Source: an optimization exercise on an open RTL-to-GDS flow (aim: small area). Production flows keep margins and buffers that such runs may drop. At most, simulation tests tie the RTL to the original design; equivalence was not proved. For runs 2 and 3, only the layout was checked, not whether the RTL still works. No activity file was given, so power comes from the tool's default toggle rates.

==> flow/design.v <==
package reg_file_sb_pkg;
    localparam int unsigned REG_NUM    = 32;
    localparam int unsigned DATA_WIDTH = 32;
    localparam int unsigned ADDR_WIDTH = 5;
    localparam int unsigned PEND_WIDTH = 2;
endpackage
module reg_scoreboard
#(
    parameter int unsigned REG_NUM    = reg_file_sb_pkg::REG_NUM,
    parameter int unsigned ADDR_WIDTH = reg_file_sb_pkg::ADDR_WIDTH,
    parameter int unsigned PEND_WIDTH = reg_file_sb_pkg::PEND_WIDTH
) (
    input  logic                  clk,
    input  logic                  rst,
    input  logic                  read_en_1,
    input  logic [REG_NUM-1:1]    rd1,      
    input  logic                  read_en_2,
    input  logic [REG_NUM-1:1]    rd2,
    input  logic                  issue_en,
    input  logic                  issue_write_en,
    input  logic [ADDR_WIDTH-1:0] issue_write_addr,
    input  logic [REG_NUM-1:1]    we,       
    output logic                  stall,
    output logic                  sb_err
);
    logic [PEND_WIDTH-1:0] cnt [1:REG_NUM-1];
    logic [REG_NUM-1:1]    busy, at_max, idle, iw;
    logic [REG_NUM-1:1]    fire;
    logic                  full, err_hit;
    always_comb begin
        for (int unsigned r = 1; r < REG_NUM; r++) begin
            busy[r]   = (cnt[r] != '0) && !(we[r] && (cnt[r] == PEND_WIDTH'(1)));
            at_max[r] = (cnt[r] == '1) && !we[r];
            idle[r]   = (cnt[r] == '0);
            iw[r]     = issue_write_addr == ADDR_WIDTH'(r);
        end
        full    = issue_write_en && |(iw & at_max);
        stall   = !rst && (|(rd1 & busy) || |(rd2 & busy) || full);
        err_hit = |(we & idle);
        fire    = (issue_en && !stall && issue_write_en) ? iw : '0;
    end
    always_ff @(posedge clk) begin
        if (rst) begin
            for (int unsigned r = 1; r < REG_NUM; r++) cnt[r] <= '0;
            sb_err <= 1'b0;
        end else begin
            for (int unsigned r = 1; r < REG_NUM; r++) begin
                if (fire[r] && !we[r])
                    cnt[r] <= cnt[r] + PEND_WIDTH'(1);
                else if (we[r] && !fire[r] && (cnt[r] != '0))
                    cnt[r] <= cnt[r] - PEND_WIDTH'(1);
            end
            if (err_hit) sb_err <= 1'b1;
        end
    end
endmodule
module reg_file_sb
#(
    parameter int unsigned REG_NUM    = reg_file_sb_pkg::REG_NUM,
    parameter int unsigned DATA_WIDTH = reg_file_sb_pkg::DATA_WIDTH,
    parameter int unsigned ADDR_WIDTH = reg_file_sb_pkg::ADDR_WIDTH,
    parameter int unsigned PEND_WIDTH = reg_file_sb_pkg::PEND_WIDTH
) (
    input  logic                  clk,
    input  logic                  rst,
    input  logic                  read_en_1,
    input  logic [ADDR_WIDTH-1:0] read_addr_1,
    output logic [DATA_WIDTH-1:0] read_data_1,
    input  logic                  read_en_2,
    input  logic [ADDR_WIDTH-1:0] read_addr_2,
    output logic [DATA_WIDTH-1:0] read_data_2,
    input  logic                  issue_en,
    input  logic                  issue_write_en,
    input  logic [ADDR_WIDTH-1:0] issue_write_addr,
    input  logic                  write_en,
    input  logic [ADDR_WIDTH-1:0] write_addr,
    input  logic [DATA_WIDTH-1:0] write_data,
    output logic                  stall,
    output logic                  sb_err
);
    logic [DATA_WIDTH-1:0] regs [1:REG_NUM-1];
    logic [REG_NUM-1:1]    valid;
    logic [REG_NUM-1:1]    we;       
    logic [REG_NUM-1:1]    rd1, rd2;
    logic [REG_NUM-1:1]    sel1, sel2;
    logic                  byp1, byp2;
    always_comb begin
        for (int unsigned r = 1; r < REG_NUM; r++) begin
            we[r]   = write_en && (write_addr == ADDR_WIDTH'(r));
            rd1[r]  = !rst && read_en_1 && (read_addr_1 == ADDR_WIDTH'(r));
            rd2[r]  = !rst && read_en_2 && (read_addr_2 == ADDR_WIDTH'(r));
            sel1[r] = rd1[r] && valid[r] && !we[r];
            sel2[r] = rd2[r] && valid[r] && !we[r];
        end
        byp1 = |(rd1 & we);
        byp2 = |(rd2 & we);
    end
    always_ff @(posedge clk) begin
        for (int unsigned r = 1; r < REG_NUM; r++)
            if (we[r]) regs[r] <= write_data;
    end
    always_ff @(posedge clk) begin
        if (rst) valid <= '0;
        else     valid <= valid | we;
    end
    always_comb begin
        read_data_1 = {DATA_WIDTH{byp1}} & write_data;
        read_data_2 = {DATA_WIDTH{byp2}} & write_data;
        for (int unsigned r = 1; r < REG_NUM; r++) begin
            read_data_1 = read_data_1 | ({DATA_WIDTH{sel1[r]}} & regs[r]);
            read_data_2 = read_data_2 | ({DATA_WIDTH{sel2[r]}} & regs[r]);
        end
    end
    reg_scoreboard #(
        .REG_NUM    (REG_NUM),
        .ADDR_WIDTH (ADDR_WIDTH),
        .PEND_WIDTH (PEND_WIDTH)
    ) u_scoreboard (
        .clk              (clk),
        .rst              (rst),
        .read_en_1        (read_en_1),
        .rd1              (rd1),
        .read_en_2        (read_en_2),
        .rd2              (rd2),
        .issue_en         (issue_en),
        .issue_write_en   (issue_write_en),
        .issue_write_addr (issue_write_addr),
        .we               (we),
        .stall            (stall),
        .sb_err           (sb_err)
    );
endmodule
==> flow/run.sh <==
#!/bin/bash
# synth_recipe.tcl (not shown) runs the flow's synth.tcl, then flattens the netlist and writes it again
# the make line also repeats each setting of config.mk as NAME=value (left out here)
make -C /OpenROAD-flow-scripts/flow DESIGN_CONFIG=/design/flow/config.mk WORK_HOME=/design/flow/orfs CLKGATE_MAP_FILE= SYNTH_SCRIPT=/design/flow/synth_recipe.tcl finish
==> flow/config.mk <==
export PLATFORM = sky130hd
export DESIGN_NAME = reg_file_sb
export DESIGN_NICKNAME = reg_file_sb
export VERILOG_FILES = /design/flow/design.v
export SDC_FILE = /design/flow/constraint.sdc
export NUM_CORES = 4
export LEC_CHECK = 0
export CAP_MARGIN = 20
export CORE_MARGIN = 2
export CORE_UTILIZATION = 40
export SLEW_MARGIN = 20
==> flow/constraint.sdc <==
create_clock -name core_clock -period 6.5 [get_ports {clk}]
set_input_delay 1.3000 -clock core_clock [delete_from_list [all_inputs] [get_ports {clk}]]
set_output_delay 1.3000 -clock core_clock [all_outputs]
set_load 0.01 [all_outputs]
==> results.sh, run 1 <==
export IMPL_status="finished with violations"
export IMPL_so_violations="setup timing"
export IMPL_max_freq_mhz=152
export IMPL_port_buffers=124
export IMPL_antenna_found_initial=6
export IMPL_finalSetupTns_ns=-0.243
export IMPL_drive_gt1_share_pct=17.1
export IMPL_layout_area_overhead_vs_synth_pct=19.4
export IMPL_clock_latency_ns=0.74
export IMPL_core_area_um2=124000
export IMPL_skew_ns=0.0119
export IMPL_synth_flop_cell="edfxtp_1"
export IMPL_critPathMaxStageDelay_ns=1.01
export IMPL_worst_pin_slew_ns=1.30
export IMPL_startpoint_type="input port"
export IMPL_avgSynthCellArea_um2=13.5
export IMPL_gp_congestion=0.998
export IMPL_critPathRequiredTime_ns=5.20
export IMPL_leakage_nw=19.3
export IMPL_grt_pass1_vias=41700
export IMPL_ys_warn_count=4
export IMPL_drc=0
export IMPL_cp_max_fo=7
export IMPL_numCtsBuffers=111
export IMPL_seq_area_frac_synth_pct=63.4
export IMPL_slew_limit_headroom_pct=13.0
export IMPL_syn_inst=3693
export IMPL_syn_area_um2=50000
export IMPL_setup_viol=7
export IMPL_yosys_cell_types_count=88
export IMPL_cts_tree="built"
export IMPL_end_kind="output port"
export IMPL_ir_drop_uv=207
export IMPL_final_nets=4156
export IMPL_path_class="input port to output port"
export IMPL_die_w_um=357
export IMPL_ys_ff_latch=1086
export IMPL_power_share_clock_pct=43.8
export IMPL_grt_max_degree=82
export IMPL_finalCriticalPeriod_ns=6.56
export IMPL_cts_buffer_depth=3
export IMPL_dr_pass1_iters=15
export IMPL_ios=125
export IMPL_viasPerCell=7.69
export IMPL_initial_core_util_pct=40.4
export IMPL_comb_power_share_pct=4.7
export IMPL_cts_sinks=1086
export IMPL_clk_pin_slew_ns=0.06
export IMPL_drv_slew=0
export IMPL_sw_frac_of_total_pct=22.9
export IMPL_cp_common_cell="clkdlybuf4s50_1"
export IMPL_critPathSlowestCell="nor3_2"
export IMPL_synth_edff_count=992
export IMPL_antenna_left=0
export IMPL_cp_cell_sequence="clkdlybuf4s50_1 -> or3b_2 -> or2_1 -> nor3_2 -> buf_4 -> a22oi_1 -> nand4_1 -> a2111o_1 -> clkdlybuf4s50_1"
export IMPL_p_int_mw=11.7
export IMPL_ctsHoldBuffers=0
export IMPL_row_count=129
export IMPL_dp_slack_ns=0.0483
export IMPL_htreeDepth=3
export IMPL_p_per_area_nw_per_um2=253
export IMPL_grt_usage_pct=38.1
export IMPL_hold_violations=0
export IMPL_hp_class="flip-flop to flip-flop"
export IMPL_min_period_over_period_pct=101
export IMPL_totalWireLength_mm=250
export IMPL_hpwl_mm=146
export IMPL_p_switching_mw=3.47
export IMPL_final_setup_worst_slack_ns=-0.0578
export IMPL_clock_tree_root_cell="clkbuf_16"
export IMPL_syn_nets=3845
export IMPL_drtIter0Drc=11200
export IMPL_vias=44100
export IMPL_grt_overflow=0
export IMPL_crit_arrival_ns=5.26
export IMPL_dieArea_um2=128000
export IMPL_routedWlPerCell_um=43.6
export IMPL_grt_pass1_wl_mm=336
export IMPL_nFillCells=10700
export IMPL_maxCapViolations=0
export IMPL_pwr_share_seq_pct=51.4
export IMPL_synthArstFlopShare_pct=0
export IMPL_die_y_um=357
## cell type report
cell class              count  area, µm²  share of cell area, %
multi-input cells        2233      17200                   28.9
flip-flops and latches   1086      31700                   53.1
diodes                      4       10.0                 0.0168
clock buffers             134       2910                   4.87
well taps                1637       2050                   3.43
clock inverters            73        787                   1.32
inverters                 106        404                  0.677
repair buffers            466       4610                   7.72
## synth_stat cells, drive strengths merged, types with 93 or more instances
master,instances,share of area (%)
edfxtp,992,60
a22oi,515,7.7
clkbuf,224,1.7
a22o,207,3.6
nor2,207,1.6
a221oi,203,3.6
nand4,203,2.6
nand2,119,0.94
inv,105,0.79
nor3,95,1.0
dfxtp,94,3.8
ha,93,2.3
## state kept, by name, summed over array words and instances, names as in the netlist
signal,flops
u_scoreboard.sb_err,1
regs,992
u_scoreboard.cnt,62
valid,31
## power groups by stage
stage	registers, mW	clock network (mW)	logic [mW]
floorplan	7.90	0	0.273
global placement	7.92	0	0.684
detailed placement	7.92	0	0.689
CTS	7.77	6.61	0.690
global route	7.78	6.87	0.742
finish	7.78	6.63	0.717
## critical path: cells and delay by family
kind	cells	cell delay (ns)
AO/OA/AOI/OAI	2	0.40
AND/OR/NAND/NOR	4	1.98
buffers and inverters	3	1.57
## path summary, 6_finish.rpt
check / cells after the start / from / slack, ns / to
setup / recovery: 9 / read_en_2 / -0.06 / read_data_2[18]
hold / removal: 2 / valid[26]$_SDFF_PP0_ / 0.48 / valid[26]$_SDFF_PP0_
setup reg to reg: 12 / u_scoreboard.cnt[24][1]$_SDFFE_PP0P_ / 2.66 / u_scoreboard.cnt[22][0]$_SDFFE_PP0P_
hold reg to reg: 2 / valid[26]$_SDFF_PP0_ / 0.48 / valid[26]$_SDFF_PP0_
## placed cells by master, fill, tap and decap left out, drive strengths merged, types with 8 or more instances in the layout
cell / n
clkinvlp: 13
a22oi: 515
nand4: 203
mux2i: 53
nor4: 30
o211ai: 10
buf: 353
nor3b: 9
o21ai: 46
a2111o: 66
a22o: 207
dfxtp: 94
clkdlybuf4s50: 109
edfxtp: 992
o311a: 9
a31oi: 22
a222oi: 64
a221oi: 203
a311oi: 11
nor3: 95
nand2b: 18
o2111ai: 18
or4: 11
o41ai: 8
nor2b: 9
or3: 8
inv: 106
bufinv: 13
mux2: 33
o22ai: 16
or2: 10
clkbuf: 134
nand3: 21
ha: 93
nand2: 119
nor2: 207
clkinv: 47
a21oi: 18
## metrics by stage
stage	hold slack, ns	area [µm²]	power [mW]	utilization [%]	instances
6_report	0.481	59700	15.1	48.2	5739
5_1_grt	0.497	59700	15.4	48.2	5735
4_1_cts	0.476	59600	15.1	48.1	5731
3_5_place_dp	0.461	55900	8.61	45.1	5524
3_3_place_gp	0.450	55900	8.60	45.1	5524
2_1_floorplan	0.440	50000	8.17	-	3693
## layer usage
metal	vias up	share of wire, %	GRT usage [%]
met5	-	0.049	0.222
met4	12	7.9	21.5
met2	5144	40	54.0
met3	1452	18	16.5
li1	16300	-	-
met1	21200	34	48.5
## repair_timing
| item | CTS | global route |
|---|---|---|
| buffers inserted | 0 | 3 |
| setup endpoints to repair | 0 | 64 |
| gates resized for setup | 0 | 16 |
## kinds of logic (layout without fill, tap and decap cells)
logic type | count (synthesis) | after routing | share of synthesized area [%]
other | 0 | 4 | 0
and+or+nand+nor | 792 | 792 | 8.87
adders and majority gates | 93 | 93 | 2.33
muxes | 87 | 87 | 1.85
DFF | 1086 | 1086 | 63.4
AOI/OAI and AO/OA | 1261 | 1261 | 20.6
buffers and inverters | 374 | 779 | 2.92
==> run 2: changes to the inputs <==
--- a/flow/design.v
+++ b/flow/design.v
@@ -27,6 +27,7 @@
     logic [REG_NUM-1:1]    busy, at_max, idle, iw;
     logic [REG_NUM-1:1]    fire;
     logic                  full, err_hit;
+    logic                  inc, dec;
     always_comb begin
         for (int unsigned r = 1; r < REG_NUM; r++) begin
             busy[r]   = (cnt[r] != '0) && !(we[r] && (cnt[r] == PEND_WIDTH'(1)));
@@ -45,10 +46,10 @@
             sb_err <= 1'b0;
         end else begin
             for (int unsigned r = 1; r < REG_NUM; r++) begin
-                if (fire[r] && !we[r])
-                    cnt[r] <= cnt[r] + PEND_WIDTH'(1);
-                else if (we[r] && !fire[r] && (cnt[r] != '0))
-                    cnt[r] <= cnt[r] - PEND_WIDTH'(1);
+                inc = fire[r] && !we[r];
+                dec = we[r] && !fire[r] && (cnt[r] != '0);
+                if (inc || dec)
+                    cnt[r] <= {cnt[r][1] ^ (inc ? cnt[r][0] : !cnt[r][0]), !cnt[r][0]};
             end
             if (err_hit) sb_err <= 1'b1;
         end
==> flow/flow/run.sh (new file) <==
#!/bin/bash
# Layout flow: the standard flow (standard.sh) with three changes:
#  - synthesis is synth_recipe.tcl unchanged except that Yosys's abc pass uses the
#    area-oriented mapping script flow/abc.script (registers are untouched by abc);
#  - CTS builds its tree from small clock buffers without dummy loads;
#  - port buffers use the smallest buffer cell.
set -euo pipefail
W=$PWD
F=$W/flow
{
  echo 'proc synth {args} { yosys synth -nofsm -noshare {*}$args }'
  echo "proc abc {args} { set i [lsearch \$args -script]; lset args [expr {\$i+1}] $F/abc.script; yosys abc {*}\$args }"
  tail -n +2 "$W/synth_recipe.tcl"
} > "$W/own_synth.tcl"
CTS="-sink_clustering_enable -repair_clock_nets -dont_use_dummy_load"
[ -f "$F/cts_args" ] && CTS=$(cat "$F/cts_args")
bash "$W/standard.sh" "SYNTH_SCRIPT=$W/own_synth.tcl" "CTS_ARGS=$CTS" \
  "BUFFER_PORTS_ARGS=-buffer_cell sky130_fd_sc_hd__buf_1" finish > "$W/flow_make.log" 2>&1
==> flow/flow/abc.script (new file) <==
&get -n
&st
&dch
&nf -a
&put
==> flow/flow/cts_args (new file) <==
-sink_clustering_enable -repair_clock_nets -dont_use_dummy_load -buf_list sky130_fd_sc_hd__clkbuf_4 sky130_fd_sc_hd__clkbuf_8 -sink_clustering_size 20 -sink_clustering_max_diameter 60
==> flow/standard.sh (new file) <==
#!/bin/bash
# synth_recipe.tcl (not shown) runs the flow's synth.tcl, then flattens the netlist and writes it again
# the make line also repeats each setting of config.mk as NAME=value (left out here)
make -C /OpenROAD-flow-scripts/flow DESIGN_CONFIG=/design/flow/config.mk WORK_HOME=/design/flow/orfs CLKGATE_MAP_FILE= SYNTH_SCRIPT=/design/flow/synth_recipe.tcl "${@:-finish}"
--- a/flow/config.mk
+++ b/flow/config.mk
@@ -7,5 +7,5 @@
 export LEC_CHECK = 0
 export CAP_MARGIN = 20
 export CORE_MARGIN = 2
-export CORE_UTILIZATION = 40
+export CORE_UTILIZATION = 70
 export SLEW_MARGIN = 20
removed: flow/run.sh
==> results.sh, run 2 <==
export IMPL_status="stopped before the end"
export IMPL_failing_step="clock tree synthesis"
export IMPL_stop_error="[ERROR STA-0564] clock_tree_synthesis positional arguments not supported."
export IMPL_synth_area_leaders="edfxtp_1, a22oi_1, a221oi_1, dfxtp_1, a22o_1"
export IMPL_synth_edff_count=992
export IMPL_row_count=94
export IMPL_dp_cells=4515
export IMPL_syn_inst=3282
export IMPL_die_w_um=261
export IMPL_synthArstFlopShare_pct=0
export IMPL_synth_flop_cell="edfxtp_1"
export IMPL_synth_most_common_cell="edfxtp_1"
export IMPL_syn_area_um2=46300
export IMPL_initial_core_util_pct=70.6
export IMPL_ys_warn_count=4
export IMPL_port_buffers=124
export IMPL_synth_top_area_share_pct=64.3
export IMPL_die_y_um=261
export IMPL_synth_common_cells="edfxtp_1, a22oi_1, nand2_1, a221oi_1, a22o_1"
export IMPL_yosys_cell_types_count=58
export IMPL_gp_congestion=1.08
export IMPL_ys_ff_latch=1086
export IMPL_ios=125
export IMPL_avgSynthCellArea_um2=14.1
export IMPL_syn_nets=3341
export IMPL_hpwl_mm=125
export IMPL_seq_area_frac_synth_pct=68.4
export IMPL_yosysTopAreaCell="edfxtp_1"
run 2: cell count changes after synthesis, moves of 66 or more:
cell      change
nand3_1     +108
a2111o_1     -66
nor3_1       +94
inv_1       -100
ha_1         -93
a22oi_1     -195
nand2_1     +113
nand4_1      -70
clkbuf_1    -224
a222oi_1    +106
run 2: metrics by stage:
| stage | setup WS, ns | area (µm²) |
|---|---|---|
| detailed placement | -0.0216 | 50400 |
| global placement | 0.0609 | 50300 |
| floorplan | 0.104 | 46300 |
run 2: how the worst max path moves through the flow:
stage,end,slack (ns),cells past startpoint
floorplan,read_data_2[9],0.10,7
global placement,read_data_1[10],0.06,10
detailed placement,read_data_1[10],-0.02,10
run 2: cell families after synthesis:
group	Yosys count	share of synthesized area, %
compound gates	1085	19.3
xor+xnor	48	0.908
buf+inv	43	0.349
flops	1086	68.4
simple gates	1020	11.0
run 2: power by group through the flow:
stage	Combinational [mW]	Clock (mW)	Sequential (mW)
2_1_floorplan	0.0899	0	7.88
3_3_place_gp	0.292	0	7.90
3_5_place_dp	0.303	0	7.90
==> run 3: changes to the inputs <==
--- a/flow/design.v
+++ b/flow/design.v
@@ -12,33 +12,44 @@
 ) (
     input  logic                  clk,
     input  logic                  rst,
-    input  logic                  read_en_1,
     input  logic [REG_NUM-1:1]    rd1,      
-    input  logic                  read_en_2,
     input  logic [REG_NUM-1:1]    rd2,
     input  logic                  issue_en,
     input  logic                  issue_write_en,
     input  logic [ADDR_WIDTH-1:0] issue_write_addr,
+    input  logic                  write_en,
+    input  logic [ADDR_WIDTH-1:0] write_addr,
     input  logic [REG_NUM-1:1]    we,       
     output logic                  stall,
     output logic                  sb_err
 );
     logic [PEND_WIDTH-1:0] cnt [1:REG_NUM-1];
-    logic [REG_NUM-1:1]    busy, at_max, idle, iw;
-    logic [REG_NUM-1:1]    fire;
-    logic                  full, err_hit;
-    logic                  inc, dec;
+    logic [REG_NUM-1:1]    busy, at_max, wr_idle, iw;
+    logic [REG_NUM-1:1]    inc, dec;
+    logic                  raw_1, raw_2, full_any, err_hit, issue;
+    logic                  same, inc_ok, dec_ok;
     always_comb begin
         for (int unsigned r = 1; r < REG_NUM; r++) begin
-            busy[r]   = (cnt[r] != '0) && !(we[r] && (cnt[r] == PEND_WIDTH'(1)));
-            at_max[r] = (cnt[r] == '1) && !we[r];
-            idle[r]   = (cnt[r] == '0);
-            iw[r]     = issue_write_addr == ADDR_WIDTH'(r);
+            busy[r]    = cnt[r][1] || (cnt[r][0] && !we[r]);
+            at_max[r]  = cnt[r][1] && !cnt[r][0] && !we[r];
+            wr_idle[r] = we[r] && !cnt[r][1] && !cnt[r][0];
+            iw[r]      = issue_write_addr == ADDR_WIDTH'(r);
         end
-        full    = issue_write_en && |(iw & at_max);
-        stall   = !rst && (|(rd1 & busy) || |(rd2 & busy) || full);
-        err_hit = |(we & idle);
-        fire    = (issue_en && !stall && issue_write_en) ? iw : '0;
+    end
+    reg_file_anyor #(.N(REG_NUM-1)) u_raw1 (.s(rd1), .x(busy),    .y(raw_1));
+    reg_file_anyor #(.N(REG_NUM-1)) u_raw2 (.s(rd2), .x(busy),    .y(raw_2));
+    reg_file_anyor #(.N(REG_NUM-1)) u_full (.s(iw),  .x(at_max),  .y(full_any));
+    reg_file_anyor #(.N(REG_NUM-1)) u_err  (.s(we),  .x(wr_idle), .y(err_hit));
+    always_comb begin
+        stall  = !rst && (raw_1 || raw_2 || (issue_write_en && full_any));
+        issue  = issue_en && issue_write_en && !stall;
+        same   = issue_write_addr == write_addr;
+        inc_ok = issue && !(write_en && same);
+        dec_ok = !(issue && same);
+        for (int unsigned r = 1; r < REG_NUM; r++) begin
+            inc[r] = iw[r] && inc_ok;
+            dec[r] = we[r] && dec_ok;
+        end
     end
     always_ff @(posedge clk) begin
         if (rst) begin
@@ -46,13 +57,33 @@
             sb_err <= 1'b0;
         end else begin
             for (int unsigned r = 1; r < REG_NUM; r++) begin
-                inc = fire[r] && !we[r];
-                dec = we[r] && !fire[r] && (cnt[r] != '0);
-                if (inc || dec)
-                    cnt[r] <= {cnt[r][1] ^ (inc ? cnt[r][0] : !cnt[r][0]), !cnt[r][0]};
+                if (inc[r])
+                    cnt[r] <= {cnt[r][0], !cnt[r][1]};
+                else if (dec[r])
+                    cnt[r] <= {cnt[r][1] && !cnt[r][0], cnt[r][1]};
             end
             if (err_hit) sb_err <= 1'b1;
         end
+    end
+endmodule
+module reg_file_anyor #(
+    parameter int unsigned N = 31
+) (
+    input  logic [N-1:0] s,
+    input  logic [N-1:0] x,
+    output logic         y
+);
+    localparam int unsigned G = (N + 2) / 3;
+    logic [3*G-1:0] sp, xp;
+    logic [G-1:0]   t;
+    always_comb begin
+        sp = '0;
+        xp = '0;
+        sp[N-1:0] = s;
+        xp[N-1:0] = x;
+        for (int unsigned g = 0; g < G; g++)
+            t[g] = !((sp[3*g] && xp[3*g]) || (sp[3*g+1] && xp[3*g+1]) || (sp[3*g+2] && xp[3*g+2]));
+        y = !(&t);
     end
 endmodule
 module reg_file_sb
@@ -104,14 +135,13 @@
         if (rst) valid <= '0;
         else     valid <= valid | we;
     end
+    logic [REG_NUM*DATA_WIDTH-1:0] rf_flat;
     always_comb begin
-        read_data_1 = {DATA_WIDTH{byp1}} & write_data;
-        read_data_2 = {DATA_WIDTH{byp2}} & write_data;
-        for (int unsigned r = 1; r < REG_NUM; r++) begin
-            read_data_1 = read_data_1 | ({DATA_WIDTH{sel1[r]}} & regs[r]);
-            read_data_2 = read_data_2 | ({DATA_WIDTH{sel2[r]}} & regs[r]);
-        end
+        rf_flat[DATA_WIDTH-1:0] = write_data;
+        for (int unsigned r = 1; r < REG_NUM; r++) rf_flat[r*DATA_WIDTH +: DATA_WIDTH] = regs[r];
     end
+    reg_file_rdport #(.N(REG_NUM), .W(DATA_WIDTH)) u_rd1 (.sel({sel1, byp1}), .d(rf_flat), .y(read_data_1));
+    reg_file_rdport #(.N(REG_NUM), .W(DATA_WIDTH)) u_rd2 (.sel({sel2, byp2}), .d(rf_flat), .y(read_data_2));
     reg_scoreboard #(
         .REG_NUM    (REG_NUM),
         .ADDR_WIDTH (ADDR_WIDTH),
@@ -119,15 +149,41 @@
     ) u_scoreboard (
         .clk              (clk),
         .rst              (rst),
-        .read_en_1        (read_en_1),
         .rd1              (rd1),
-        .read_en_2        (read_en_2),
         .rd2              (rd2),
         .issue_en         (issue_en),
         .issue_write_en   (issue_write_en),
         .issue_write_addr (issue_write_addr),
+        .write_en         (write_en),
+        .write_addr       (write_addr),
         .we               (we),
         .stall            (stall),
         .sb_err           (sb_err)
     );
 endmodule
+module reg_file_rdport #(
+    parameter int unsigned N = 32,
+    parameter int unsigned W = 32
+) (
+    input  logic [N-1:0]   sel,
+    input  logic [N*W-1:0] d,
+    output logic [W-1:0]   y
+);
+    localparam int unsigned G = (N + 2) / 3;
+    logic [3*G-1:0]   s;
+    logic [3*G*W-1:0] x;
+    logic [G-1:0]     t [W];
+    always_comb begin
+        s = '0;
+        x = '0;
+        s[N-1:0] = sel;
+        x[N*W-1:0] = d;
+        for (int unsigned b = 0; b < W; b++) begin
+            for (int unsigned g = 0; g < G; g++)
+                t[b][g] = !((s[3*g]   && x[(3*g)*W + b]) ||
+                            (s[3*g+1] && x[(3*g+1)*W + b]) ||
+                            (s[3*g+2] && x[(3*g+2)*W + b]));
+            y[b] = !(&t[b]);
+        end
+    end
+endmodule
==> flow/flow/cts_args (replaced) <==
-sink_clustering_enable -repair_clock_nets -dont_use_dummy_load -buf_list {sky130_fd_sc_hd__clkbuf_4 sky130_fd_sc_hd__clkbuf_8} -sink_clustering_size 20 -sink_clustering_max_diameter 60
==> flow/config.mk (replaced) <==
export PLATFORM = sky130hd
export DESIGN_NAME = reg_file_sb
export DESIGN_NICKNAME = reg_file_sb
export VERILOG_FILES = /design/flow/design.v
export SDC_FILE = /design/flow/constraint.sdc
export NUM_CORES = 4
export LEC_CHECK = 0
export CAP_MARGIN = 5
export CORE_MARGIN = 2
export CORE_UTILIZATION = 55
export SLEW_MARGIN = 5
export SYNTH_HIERARCHICAL = 1
export SYNTH_MINIMUM_KEEP_SIZE = 0
==> results.sh, run 3 <==
export IMPL_numCtsBuffers=82
export IMPL_gp_congestion=1.07
export IMPL_ios=125
export IMPL_maxCapViolations=0
export IMPL_totalWireLength_mm=184
export IMPL_rsz0062_at_grt="no"
export IMPL_avgSynthCellArea_um2=15.3
export IMPL_skew_ns=0.131
export IMPL_max_flop_register="regs"
export IMPL_worst_pin_slew_ns=1.27
export IMPL_final_nets=3432
export IMPL_synth_edff_count=992
export IMPL_port_buffers=124
export IMPL_synthArstFlopShare_pct=0
export IMPL_core_area_um2=82100
export IMPL_row_count=105
export IMPL_clock_tree_root_cell="clkbuf_8"
export IMPL_ys_ff_latch=1086
export IMPL_drc=0
export IMPL_seq_area_frac_synth_pct=69.4
export IMPL_ir_drop_uv=138
export IMPL_end_kind="output port"
export IMPL_drtIter0Drc=9969
export IMPL_path_class="input port to output port"
export IMPL_initial_core_util_pct=55.6
export IMPL_final_common_cell="edfxtp_1"
export IMPL_cts_buffer_depth=3
export IMPL_cts_setup_buffers=0
export IMPL_synth_common_cells="edfxtp_1, a222oi_1, nand4_1, nor2_1, clkinv_1"
export IMPL_yosys_cell_types_count=49
export IMPL_setup_viol=1
export IMPL_synth_area_leaders="edfxtp_1, a222oi_1, dfxtp_1, nand4_1, nand3_1"
export IMPL_p_per_area_nw_per_um2=227
export IMPL_finalSetupTns_ns=-0.00334
export IMPL_cp_max_fo=27
export IMPL_htreeDepth=3
export IMPL_min_period_over_period_pct=100
export IMPL_layout_area_overhead_vs_synth_pct=11.3
export IMPL_grt_overflow=0
export IMPL_synth_flop_cell="edfxtp_1"
export IMPL_dieArea_um2=85300
export IMPL_die_w_um=292
export IMPL_drive_gt1_share_pct=11.4
export IMPL_ys_warn_count=13
export IMPL_nFillCells=6250
export IMPL_max_freq_mhz=154
export IMPL_so_violations="setup timing"
export IMPL_die_y_um=292
export IMPL_leakage_nw=16.2
export IMPL_syn_inst=2976
export IMPL_clock_latency_ns=0.77
export IMPL_antenna_left=0
export IMPL_dr_pass1_iters=14
export IMPL_cts_sinks=1086
export IMPL_synth_most_common_cell="edfxtp_1"
export IMPL_top_regs="regs (992), u_scoreboard.cnt (62), valid (31)"
export IMPL_slew_limit_headroom_pct=15.2
export IMPL_syn_area_um2=45600
export IMPL_synth_top_area_share_pct=65.3
export IMPL_largest_register_ffs=992
export IMPL_vias=37200
export IMPL_hpwl_mm=110
export IMPL_antenna_found_initial=10
export IMPL_status="finished with violations"
export IMPL_clk_pin_slew_ns=0.07
export IMPL_yosysTopAreaCell="edfxtp_1"
export IMPL_startpoint_type="input port"
export IMPL_finalCriticalPeriod_ns=6.50
export IMPL_crit_arrival_ns=5.20
export IMPL_syn_nets=3035
export IMPL_final_setup_worst_slack_ns=-0.00334
export IMPL_hp_class="flip-flop to flip-flop"
export IMPL_routedWlPerCell_um=41.5
export IMPL_critPathRequiredTime_ns=5.20
export IMPL_power_mw=11.5
export IMPL_grt_pass1_vias=36500
export IMPL_drv_slew=0
export IMPL_cts_tree="built"
export IMPL_grt_max_degree=73
export IMPL_ctsHoldBuffers=0
export IMPL_hold_violations=0
export IMPL_final_cell_mix="edfxtp_1, a222oi_1, buf_4"
export IMPL_grt_pass1_wl_mm=257
export IMPL_grt_usage_pct=42.2
export IMPL_viasPerCell=8.37
-- run 3: worst paths after layout --
path	from	end	slack, ns	cells after the start
max	write_addr[2]	read_data_2[7]	-0.003	9
min reg2reg	valid[1]$_SDFF_PP0_	valid[1]$_SDFF_PP0_	0.45	2
min	valid[1]$_SDFF_PP0_	valid[1]$_SDFF_PP0_	0.45	2
max reg2reg	u_scoreboard.cnt[10][0]$_SDFFE_PP0P_	u_scoreboard.cnt[23][1]$_SDFFE_PP0P_	2.56	13
-- run 3: power breakdown --
part | switching (mW) | internal (mW) | total, mW
registers | 0.0706 | 7.71 | 7.78
logic | 0.369 | 0.120 | 0.489
clock network | 2.13 | 1.13 | 3.26
-- run 3: kinds of logic after synthesis --
logic type	Yosys count	synth area share, %
flops	1086	69.4
compound gates	945	19.2
simple gates	801	9.69
buf+inv	109	0.897
mux	29	0.636
xor+xnor	6	0.115
-- run 3: routing by layer --
layer	track usage (%)	wire [µm]
met1	52.7	58400
met2	63.8	81000
met3	10.8	28600
met4	31.8	16300
met5	0	51
-- run 3: final cells by class --
class / instances / area [µm²] / share of cell area (%)
flip-flops and latches: 1086 / 31700 / 62.4
multi-input cells: 1781 / 13800 / 27.2
clock buffers: 82 / 1130 / 2.22
inverters: 109 / 576 / 1.13
diodes: 4 / 10.0 / 0.0197
well taps: 1070 / 1340 / 2.64
repair buffers: 313 / 2250 / 4.43
-- run 3: timing repair --
item | CTS | global route
pin swaps | 0 | 0
cloned | 0 | 0
setup endpoints to repair | 2 | 20
gates resized for setup | 1 | 3
-- run 3: stage by stage --
stage / worst slack (ns) / hold slack, ns / instance area (µm²) / std cells / util [%]
floorplan: -0.358 / 0.419 / 45900 / 2976 / -
global placement: 0.0104 / 0.432 / 49600 / 4359 / 60.4
detailed placement: -0.0292 / 0.438 / 49600 / 4359 / 60.4
CTS: 0.124 / 0.448 / 50800 / 4441 / 61.8
global route: 0.0229 / 0.470 / 50800 / 4442 / 61.8
finish: -0.00334 / 0.450 / 50800 / 4445 / 61.8
-- run 3: worst max-delay path, cell delays in order --
cell	delay, ns
clkdlybuf4s15_1	0.52
buf_4	0.34
nor4bb_4	0.33
nand2_1	0.30
and3_2	0.70
a222oi_1	0.48
nand3_1	0.39
or3_1	0.61
buf_1	0.18
==> run 4: changes to the inputs <==
--- a/flow/design.v
+++ b/flow/design.v
@@ -115,17 +115,19 @@
     logic [REG_NUM-1:1]    we;       
     logic [REG_NUM-1:1]    rd1, rd2;
     logic [REG_NUM-1:1]    sel1, sel2;
-    logic                  byp1, byp2;
+    logic                  hit1, hit2, byp1, byp2;
     always_comb begin
+        hit1 = write_en && (write_addr == read_addr_1);
+        hit2 = write_en && (write_addr == read_addr_2);
         for (int unsigned r = 1; r < REG_NUM; r++) begin
             we[r]   = write_en && (write_addr == ADDR_WIDTH'(r));
             rd1[r]  = !rst && read_en_1 && (read_addr_1 == ADDR_WIDTH'(r));
             rd2[r]  = !rst && read_en_2 && (read_addr_2 == ADDR_WIDTH'(r));
-            sel1[r] = rd1[r] && valid[r] && !we[r];
-            sel2[r] = rd2[r] && valid[r] && !we[r];
+            sel1[r] = !rst && read_en_1 && !hit1 && (read_addr_1 == ADDR_WIDTH'(r)) && valid[r];
+            sel2[r] = !rst && read_en_2 && !hit2 && (read_addr_2 == ADDR_WIDTH'(r)) && valid[r];
         end
-        byp1 = |(rd1 & we);
-        byp2 = |(rd2 & we);
+        byp1 = !rst && read_en_1 && hit1 && (read_addr_1 != '0);
+        byp2 = !rst && read_en_2 && hit2 && (read_addr_2 != '0);
     end
     always_ff @(posedge clk) begin
         for (int unsigned r = 1; r < REG_NUM; r++)
==> flow/flow/cts_args (replaced) <==
-sink_clustering_enable -repair_clock_nets -dont_use_dummy_load -buf_list {sky130_fd_sc_hd__clkbuf_8 sky130_fd_sc_hd__clkbuf_16} -sink_clustering_size 30 -sink_clustering_max_diameter 80
--- a/flow/config.mk
+++ b/flow/config.mk
@@ -8,6 +8,7 @@
 export CAP_MARGIN = 5
 export CORE_MARGIN = 2
 export CORE_UTILIZATION = 55
+export SETUP_SLACK_MARGIN = 0.15
 export SLEW_MARGIN = 5
 export SYNTH_HIERARCHICAL = 1
 export SYNTH_MINIMUM_KEEP_SIZE = 0
==> results.sh, run 4 <==
export IMPL_leakage_nw=15.5
export IMPL_core_area_um2=80700
export IMPL_initial_core_util_pct=55.7
export IMPL_critPathRequiredTime_ns=5.20
export IMPL_final_nets=3221
export IMPL_hold_violations=0
export IMPL_reg2reg_slack_ns=2.68
export IMPL_largest_register_ffs=992
export IMPL_grt_pass1_wl_mm=238
export IMPL_die_y_um=290
export IMPL_final_common_cell="edfxtp_1"
export IMPL_end_kind="output port"
export IMPL_clock_tree_root_cell="clkbuf_16"
export IMPL_numCtsBuffers=49
export IMPL_dr_pass1_iters=12
export IMPL_yosysTopAreaCell="edfxtp_1"
export IMPL_antenna_found_initial=3
export IMPL_crit_arrival_ns=4.73
export IMPL_seq_area_frac_synth_pct=70.4
export IMPL_die_w_um=290
export IMPL_skew_ns=0.0674
export IMPL_power_mw=11.7
export IMPL_synth_edff_count=992
export IMPL_clk_pin_slew_ns=0.05
export IMPL_row_count=104
export IMPL_synth_top_area_share_pct=66.3
export IMPL_p_per_area_nw_per_um2=237
export IMPL_totalWireLength_mm=169
export IMPL_grt_max_degree=61
export IMPL_timing_rr_start="u_scoreboard.cnt[13][0]$_SDFFE_PP0P_"
export IMPL_hp_class="flip-flop to flip-flop"
export IMPL_final_util_pct=60.9
export IMPL_finalCriticalPeriod_ns=6.03
export IMPL_dp_cells=4171
export IMPL_grt_pass1_vias=34200
export IMPL_cts_resized_gates=0
export IMPL_grt_overflow=0
export IMPL_ios=125
export IMPL_fin_cells=4221
export IMPL_clock_latency_ns=0.65
export IMPL_worst_pin_slew_ns=1.27
export IMPL_maxCapViolations=0
export IMPL_ys_warn_count=13
export IMPL_synth_flop_cell="edfxtp_1"
export IMPL_hpwl_mm=99.6
export IMPL_hold_path_depth=2
export IMPL_setup_viol=0
export IMPL_ff2ff_path_depth=12
export IMPL_drv_slew=0
export IMPL_avgSynthCellArea_um2=15.6
export IMPL_hold_start="u_scoreboard.sb_err$_SDFFE_PP0P_"
export IMPL_antenna_left=0
export IMPL_slew_limit_headroom_pct=15.5
export IMPL_cts_sinks=1086
export IMPL_cp_max_fo=32
export IMPL_viasPerCell=8.31
export IMPL_ctsHoldBuffers=0
export IMPL_max_flop_register="regs"
export IMPL_grt_usage_pct=38.9
export IMPL_drc=0
export IMPL_whs_endpoint="u_scoreboard.sb_err$_SDFFE_PP0P_"
export IMPL_r2r_end="u_scoreboard.cnt[13][1]$_SDFFE_PP0P_"
export IMPL_gp_congestion=0.983
export IMPL_synth_area_leaders="edfxtp_1, a222oi_1, dfxtp_1, nand4_1, nor2_1"
export IMPL_critPathLaunch="write_addr[3]"
export IMPL_yosys_cell_types_count=36
export IMPL_synth_most_common_cell="edfxtp_1"
export IMPL_htreeDepth=2
export IMPL_cts_buffer_depth=3
export IMPL_rsz0062_at_grt="no"
export IMPL_cts_setup_buffers=0
export IMPL_vias=35100
export IMPL_max_freq_mhz=166
export IMPL_cts_tree="built"
export IMPL_port_buffers=124
export IMPL_drive_gt1_share_pct=7.69
export IMPL_top_regs="regs (992), u_scoreboard.cnt (62), valid (31)"
export IMPL_routedWlPerCell_um=40.0
export IMPL_path_class="input port to output port"
export IMPL_syn_area_um2=45000
export IMPL_synthArstFlopShare_pct=0
export IMPL_drtIter0Drc=8563
export IMPL_ys_ff_latch=1086
export IMPL_layout_area_overhead_vs_synth_pct=9.32
export IMPL_startpoint_type="input port"
export IMPL_syn_inst=2885
export IMPL_status="complete, no violations"
export IMPL_ir_drop_uv=149
export IMPL_syn_nets=2944
export IMPL_dieArea_um2=84000
export IMPL_synth_common_cells="edfxtp_1, a222oi_1, nor2_1, nand4_1"
export IMPL_whs_ns=0.482
export IMPL_final_cell_mix="edfxtp_1, a222oi_1, nor2_1"
export IMPL_min_period_over_period_pct=92.7
-- run 4: cell types whose count changed after synthesis, sizes merged, moves of 13 or more --
cell,delta
nor4,-13
nor2,+69
o32ai,-13
clkinv,-64
and3,+16
a21oi,-14
nand4,-19
nor3,-13
-- run 4: per-stage QoR --
stage	setup slack [ns]	cell area (µm²)	TNS [ns]
floorplan	-1.31	45200	-73.50
global placement	0.447	47900	0
detailed placement	0.432	47900	0
CTS	0.569	49100	0
global route	0.289	49100	0
finish	0.472	49100	0
-- run 4: logic make-up (layout without fill, tap and decap cells) --
logic type	Yosys count	count (layout)	synth area share, %
other cells	0	1	0
xor+xnor	16	16	0.312
flops	1086	1086	70.4
compound gates	911	911	19.0
buf+inv	45	320	0.376
mux	29	29	0.646
simple gates	798	798	9.26
-- run 4: final cells by class --
cell class	instances	area [µm²]
sequential	1086	31700
fill	6135	31500
multi-input combinational	1754	13500
tap	1060	1330
timing repair buffer	226	1240
clock buffer	49	1230
inverter	45	169
antenna	1	2.50
-- run 4: power breakdown --
| group | internal, mW | total (mW) | leakage [nW] | switching, mW |
|---|---|---|---|---|
| registers | 7.71 | 7.78 | 9.70 | 0.0704 |
| clock network | 1.35 | 3.40 | 0.604 | 2.05 |
| logic | 0.108 | 0.474 | 5.24 | 0.366 |
| total | 9.17 | 11.7 | 15.5 | 2.49 |
-- run 4: routing by layer --
layer | wire length (µm) | track usage (%) | vias to the layer above
met5 | 9 | 0 | -
met4 | 13400 | 26.5 | 2
met3 | 24300 | 8.56 | 556
met2 | 76700 | 60.5 | 3256
met1 | 54600 | 49.3 | 17200
li1 | - | - | 14100
-- run 4: how the worst max path moves through the flow --
| stage | to | slack, ns | cells past startpoint |
|---|---|---|---|
| floorplan | u_scoreboard.cnt[10][1]$_SDFFE_PP0P_ | -1.31 | 12 |
| global placement | u_scoreboard.cnt[27][1]$_SDFFE_PP0P_ | 0.45 | 16 |
| detailed placement | u_scoreboard.cnt[13][1]$_SDFFE_PP0P_ | 0.43 | 16 |
| CTS | read_data_1[18] | 0.57 | 10 |
| global route | read_data_1[18] | 0.29 | 10 |
| finish | read_data_1[13] | 0.47 | 10 |
-- run 4: critical path: stages --
cell      delay [ns]
buf_1           0.41
xor2_1          0.14
nor4_1          0.27
nand3_1         0.11
buf_4           0.24
and3_2          0.61
a222oi_1        0.55
nand4_1         0.29
or3_1           0.56
buf_1           0.19
==> run 5: changes to the inputs <==
--- a/flow/design.v
+++ b/flow/design.v
@@ -24,26 +24,26 @@
     output logic                  sb_err
 );
     logic [PEND_WIDTH-1:0] cnt [1:REG_NUM-1];
-    logic [REG_NUM-1:1]    busy, at_max, wr_idle, iw;
+    logic [REG_NUM-1:1]    busy, at_max, idle, iw;
     logic [REG_NUM-1:1]    inc, dec;
     logic                  raw_1, raw_2, full_any, err_hit, issue;
     logic                  same, inc_ok, dec_ok;
     always_comb begin
         for (int unsigned r = 1; r < REG_NUM; r++) begin
             busy[r]    = cnt[r][1] || (cnt[r][0] && !we[r]);
-            at_max[r]  = cnt[r][1] && !cnt[r][0] && !we[r];
-            wr_idle[r] = we[r] && !cnt[r][1] && !cnt[r][0];
+            at_max[r]  = cnt[r][1] && !cnt[r][0];
+            idle[r]    = !cnt[r][1] && !cnt[r][0];
             iw[r]      = issue_write_addr == ADDR_WIDTH'(r);
         end
     end
     reg_file_anyor #(.N(REG_NUM-1)) u_raw1 (.s(rd1), .x(busy),    .y(raw_1));
     reg_file_anyor #(.N(REG_NUM-1)) u_raw2 (.s(rd2), .x(busy),    .y(raw_2));
     reg_file_anyor #(.N(REG_NUM-1)) u_full (.s(iw),  .x(at_max),  .y(full_any));
-    reg_file_anyor #(.N(REG_NUM-1)) u_err  (.s(we),  .x(wr_idle), .y(err_hit));
+    reg_file_anyor #(.N(REG_NUM-1)) u_err  (.s(we),  .x(idle),    .y(err_hit));
     always_comb begin
-        stall  = !rst && (raw_1 || raw_2 || (issue_write_en && full_any));
+        same   = issue_write_addr == write_addr;
+        stall  = !rst && (raw_1 || raw_2 || (issue_write_en && full_any && !(write_en && same)));
         issue  = issue_en && issue_write_en && !stall;
-        same   = issue_write_addr == write_addr;
         inc_ok = issue && !(write_en && same);
         dec_ok = !(issue && same);
         for (int unsigned r = 1; r < REG_NUM; r++) begin
@@ -111,7 +111,7 @@
     output logic                  sb_err
 );
     logic [DATA_WIDTH-1:0] regs [1:REG_NUM-1];
-    logic [REG_NUM-1:1]    valid;
+    logic [DATA_WIDTH-1:0] wr_word;
     logic [REG_NUM-1:1]    we;       
     logic [REG_NUM-1:1]    rd1, rd2;
     logic [REG_NUM-1:1]    sel1, sel2;
@@ -120,22 +120,19 @@
         hit1 = write_en && (write_addr == read_addr_1);
         hit2 = write_en && (write_addr == read_addr_2);
         for (int unsigned r = 1; r < REG_NUM; r++) begin
-            we[r]   = write_en && (write_addr == ADDR_WIDTH'(r));
+            we[r]   = rst || (write_en && (write_addr == ADDR_WIDTH'(r)));
             rd1[r]  = !rst && read_en_1 && (read_addr_1 == ADDR_WIDTH'(r));
             rd2[r]  = !rst && read_en_2 && (read_addr_2 == ADDR_WIDTH'(r));
-            sel1[r] = !rst && read_en_1 && !hit1 && (read_addr_1 == ADDR_WIDTH'(r)) && valid[r];
-            sel2[r] = !rst && read_en_2 && !hit2 && (read_addr_2 == ADDR_WIDTH'(r)) && valid[r];
+            sel1[r] = !rst && read_en_1 && !hit1 && (read_addr_1 == ADDR_WIDTH'(r));
+            sel2[r] = !rst && read_en_2 && !hit2 && (read_addr_2 == ADDR_WIDTH'(r));
         end
         byp1 = !rst && read_en_1 && hit1 && (read_addr_1 != '0);
         byp2 = !rst && read_en_2 && hit2 && (read_addr_2 != '0);
     end
+    reg_file_wrword #(.W(DATA_WIDTH)) u_wrword (.rst(rst), .d(write_data), .y(wr_word));
     always_ff @(posedge clk) begin
         for (int unsigned r = 1; r < REG_NUM; r++)
-            if (we[r]) regs[r] <= write_data;
-    end
-    always_ff @(posedge clk) begin
-        if (rst) valid <= '0;
-        else     valid <= valid | we;
+            if (we[r]) regs[r] <= wr_word;
     end
     logic [REG_NUM*DATA_WIDTH-1:0] rf_flat;
     always_comb begin
@@ -163,6 +160,15 @@
         .sb_err           (sb_err)
     );
 endmodule
+module reg_file_wrword #(
+    parameter int unsigned W = 32
+) (
+    input  logic         rst,
+    input  logic [W-1:0] d,
+    output logic [W-1:0] y
+);
+    assign y = rst ? '0 : d;
+endmodule
 module reg_file_rdport #(
     parameter int unsigned N = 32,
     parameter int unsigned W = 32
--- a/flow/config.mk
+++ b/flow/config.mk
@@ -8,6 +8,7 @@
 export CAP_MARGIN = 5
 export CORE_MARGIN = 2
 export CORE_UTILIZATION = 55
+export GPL_TIMING_DRIVEN = 0
 export SETUP_SLACK_MARGIN = 0.15
 export SLEW_MARGIN = 5
 export SYNTH_HIERARCHICAL = 1
==> results.sh, run 5 <==
export IMPL_max_flop_register="regs"
export IMPL_die_y_um=287
export IMPL_drtIter0Drc=10400
export IMPL_cp_max_fo=51
export IMPL_grt_max_degree=52
export IMPL_clock_tree_root_cell="clkbuf_16"
export IMPL_routedWlPerCell_um=40.1
export IMPL_sw_frac_of_total_pct=23.9
export IMPL_clock_latency_ns=0.63
export IMPL_path_class="input port to output port"
export IMPL_p_per_area_nw_per_um2=245
export IMPL_finalCriticalPeriod_ns=6.40
export IMPL_p_int_mw=9.59
export IMPL_synthArstFlopShare_pct=0
export IMPL_fin_area_um2=51300
export IMPL_numCtsBuffers=47
export IMPL_synth_flop_cell="edfxtp_1"
export IMPL_totalWireLength_mm=174
export IMPL_route_met3_wl_mm=27.7
export IMPL_drc=0
export IMPL_finalSetupTns_ns=0
export IMPL_antenna_left=0
export IMPL_cts_buffer_depth=3
export IMPL_grt_pass1_wl_mm=243
export IMPL_final_util_pct=64.9
export IMPL_skew_ns=0.0708
export IMPL_drive_gt1_share_pct=15.0
export IMPL_row_count=103
export IMPL_hold_violations=0
export IMPL_ctsHoldBuffers=0
export IMPL_vias=36100
export IMPL_synth_edff_count=992
export IMPL_syn_inst=2829
export IMPL_rsz0062_at_grt="no"
export IMPL_final_nets=3355
export IMPL_power_share_clock_pct=26.3
export IMPL_hpwl_mm=122
export IMPL_final_cell_mix="edfxtp_1, a222oi_1, nand4_1"
export IMPL_p_switching_mw=3.01
export IMPL_core_area_um2=79100
export IMPL_end_kind="output port"
export IMPL_seq_area_frac_synth_pct=70.4
export IMPL_comb_power_share_pct=7.7
export IMPL_drv_slew=0
export IMPL_ir_drop_uv=190
export IMPL_critPathRequiredTime_ns=5.20
export IMPL_max_freq_mhz=156
export IMPL_dieArea_um2=82500
export IMPL_largest_register_ffs=992
export IMPL_cts_tree="built"
export IMPL_grt_overflow=0
export IMPL_avgSynthCellArea_um2=15.6
export IMPL_initial_core_util_pct=55.7
export IMPL_setup_viol=0
export IMPL_top_regs="regs (992), u_scoreboard.cnt (62), u_scoreboard.sb_err (1)"
export IMPL_yosys_cell_types_count=39
export IMPL_port_buffers=124
export IMPL_reg2reg_slack_ns=2.44
export IMPL_maxUsedRoutingLayer="met4"
export IMPL_synth_common_cells="edfxtp_1, a222oi_1, nand4_1, nor2_1, nand3_1"
export IMPL_ys_ff_latch=1055
export IMPL_die_w_um=287
export IMPL_slew_limit_headroom_pct=14.9
export IMPL_syn_area_um2=44100
export IMPL_placed_area_um2=49700
export IMPL_nFillCells=5665
export IMPL_dr_pass1_iters=14
export IMPL_yosysTopAreaCell="edfxtp_1"
export IMPL_maxCapViolations=0
export IMPL_route_layer_met1_wl_mm=58.3
export IMPL_crit_arrival_ns=5.10
export IMPL_antenna_found_initial=4
export IMPL_synth_most_common_cell="edfxtp_1"
export IMPL_hp_class="flip-flop to flip-flop"
export IMPL_layout_area_overhead_vs_synth_pct=16.4
export IMPL_route_met2_wl_mm=76.3
export IMPL_ios=125
export IMPL_cts_sinks=1055
export IMPL_grt_pass1_vias=34200
export IMPL_final_common_cell="edfxtp_1"
export IMPL_min_period_over_period_pct=98.5
export IMPL_syn_nets=2888
export IMPL_viasPerCell=8.31
export IMPL_worst_pin_slew_ns=1.27
export IMPL_synth_top_area_share_pct=67.5
export IMPL_htreeDepth=2
export IMPL_clk_pin_slew_ns=0.03
export IMPL_synth_area_leaders="edfxtp_1, a222oi_1, dfxtp_1, nand4_1, nor2_1"
export IMPL_ys_warn_count=13
export IMPL_gp_congestion=1.01
export IMPL_grt_usage_pct=41.4
export IMPL_pwr_share_seq_pct=66.0
export IMPL_leakage_nw=16.6
export IMPL_startpoint_type="input port"
export IMPL_status="complete, no violations"
==> run 5: cell types whose count changed after synthesis, moves of 17 or more <==
cell / delta
a31o_1: -26
and3_1: -55
nand3_1: +18
dfxtp_1: -31
nor2_1: -40
nand2_1: -26
nor2b_1: +35
nand2b_1: -27
clkinv_1: +17
a311oi_1: -27
nor3_1: +31
nand4_1: +18
==> run 5: layer usage <==
metal,global-route usage (%),up-vias
met5,0,-
met4,23.4,0
met3,10.4,533
met2,62.3,3624
met1,55.2,17700
li1,-,14300
==> run 5: power groups by stage <==
stage               registers, mW  clock network, mW  logic (mW)
floorplan                    8.38                  0       0.381
global placement             8.44                  0       0.756
detailed placement           8.46                  0       0.894
CTS                          8.30               3.30       0.928
global route                 8.37               3.52       0.991
finish                       8.32               3.31       0.972
==> run 5: kinds of logic (layout without fill, tap and decap cells) <==
kind of cell    Yosys count  count (layout)  synth area share, %
compound gates          942             947                 19.7
other cells               0               2                    0
simple gates            735             735                 8.66
flops                  1055            1055                 70.4
xor+xnor                 15              15                0.298
buf+inv                  62             522                0.528
mux                      20              20                0.454
==> run 5: repair_timing <==
item                                    CTS  global route
pin swaps                                 9             2
cloned                                    5             0
endpoints found under the setup margin  114            49
resized for setup                        51             9
setup buffers                            12             4
==> run 5: worst paths after layout <==
check,from,to,cells past startpoint
worst min register to register,u_scoreboard.cnt[12][1]$_SDFFE_PP0P_,u_scoreboard.cnt[12][1]$_SDFFE_PP0P_,2
worst min-delay path,u_scoreboard.cnt[12][1]$_SDFFE_PP0P_,u_scoreboard.cnt[12][1]$_SDFFE_PP0P_,2
worst max register to register,u_scoreboard.cnt[5][0]$_SDFFE_PP0P_,u_scoreboard.cnt[8][1]$_SDFFE_PP0P_,12
worst max-delay path,rst,read_data_1[24],11
==> run 5: final cells by class <==
cell class | count | area (µm²) | area share (%)
antenna | 2 | 5.00 | 0.00975
sequential | 1055 | 31000 | 60.5
multi-input combinational | 1717 | 13600 | 26.6
inverter | 62 | 240 | 0.468
tap | 1050 | 1310 | 2.56
clock buffer | 47 | 1180 | 2.29
timing repair buffer | 413 | 3930 | 7.64
==> run 5: critical path, stage by stage <==
cell      delay [ns]
buf_4           0.20
buf_12          0.24
nor2b_1         0.43
nand2_4         0.34
nor4_2          0.65
nor2b_4         0.67
buf_12          0.28
a222oi_1        0.14
nand4_1         0.41
or3_1           0.20
buf_1           0.18
==> run 5: per-stage QoR <==
| stage | total power [mW] | hold slack (ns) | worst slack (ns) | instances |
|---|---|---|---|---|
| 2_1_floorplan | 8.76 | 0.461 | 0.356 | 2829 |
| 3_3_place_gp | 9.19 | 0.456 | -6.81 | 4003 |
| 3_5_place_dp | 9.35 | 0.492 | -1.17 | 4274 |
| 4_1_cts | 12.5 | 0.497 | 0.153 | 4338 |
| 5_1_grt | 12.9 | 0.534 | 0.170 | 4344 |
| 6_report | 12.6 | 0.495 | 0.100 | 4346 |

==> afterwards: timing with drivers on the ports <==
The results above use ideal ports. As a check the final layouts listed here were re-extracted and re-timed, cells and wires unchanged.
Step 1 assumes that a clkbuf_16 drives the clock port and a buf_2 every other input.
Step 2 times the ports against the registers' clock, not the clock port: input delays grow and output delays shrink by t, the midpoint of the rising clock arrivals with the driver on.
Three values: ideal ports, drivers, drivers and shift; two values: the first two.
run | shift t [ns] | slack for setup (ns) | worst register clock-pin slew, ns | worst slew at a driven data input, ns
run 1 | 0.815 | -0.058 / -0.083 / -0.083 | 0.07 / 0.07 | 0.12
run 3 | 0.777 | -0.003 / -0.029 / -0.029 | 0.12 / 0.12 | 0.05
run 4 | 0.693 | 0.472 / 0.447 / 0.332 | 0.11 / 0.11 | 0.05
run 5 | 0.690 | 0.100 / 0.080 / 0.080 | 0.12 / 0.12 | 0.08
For run 4, which loses most, drivers alone change the setup slack by -0.025 ns; drivers and shift together by -0.140 ns.
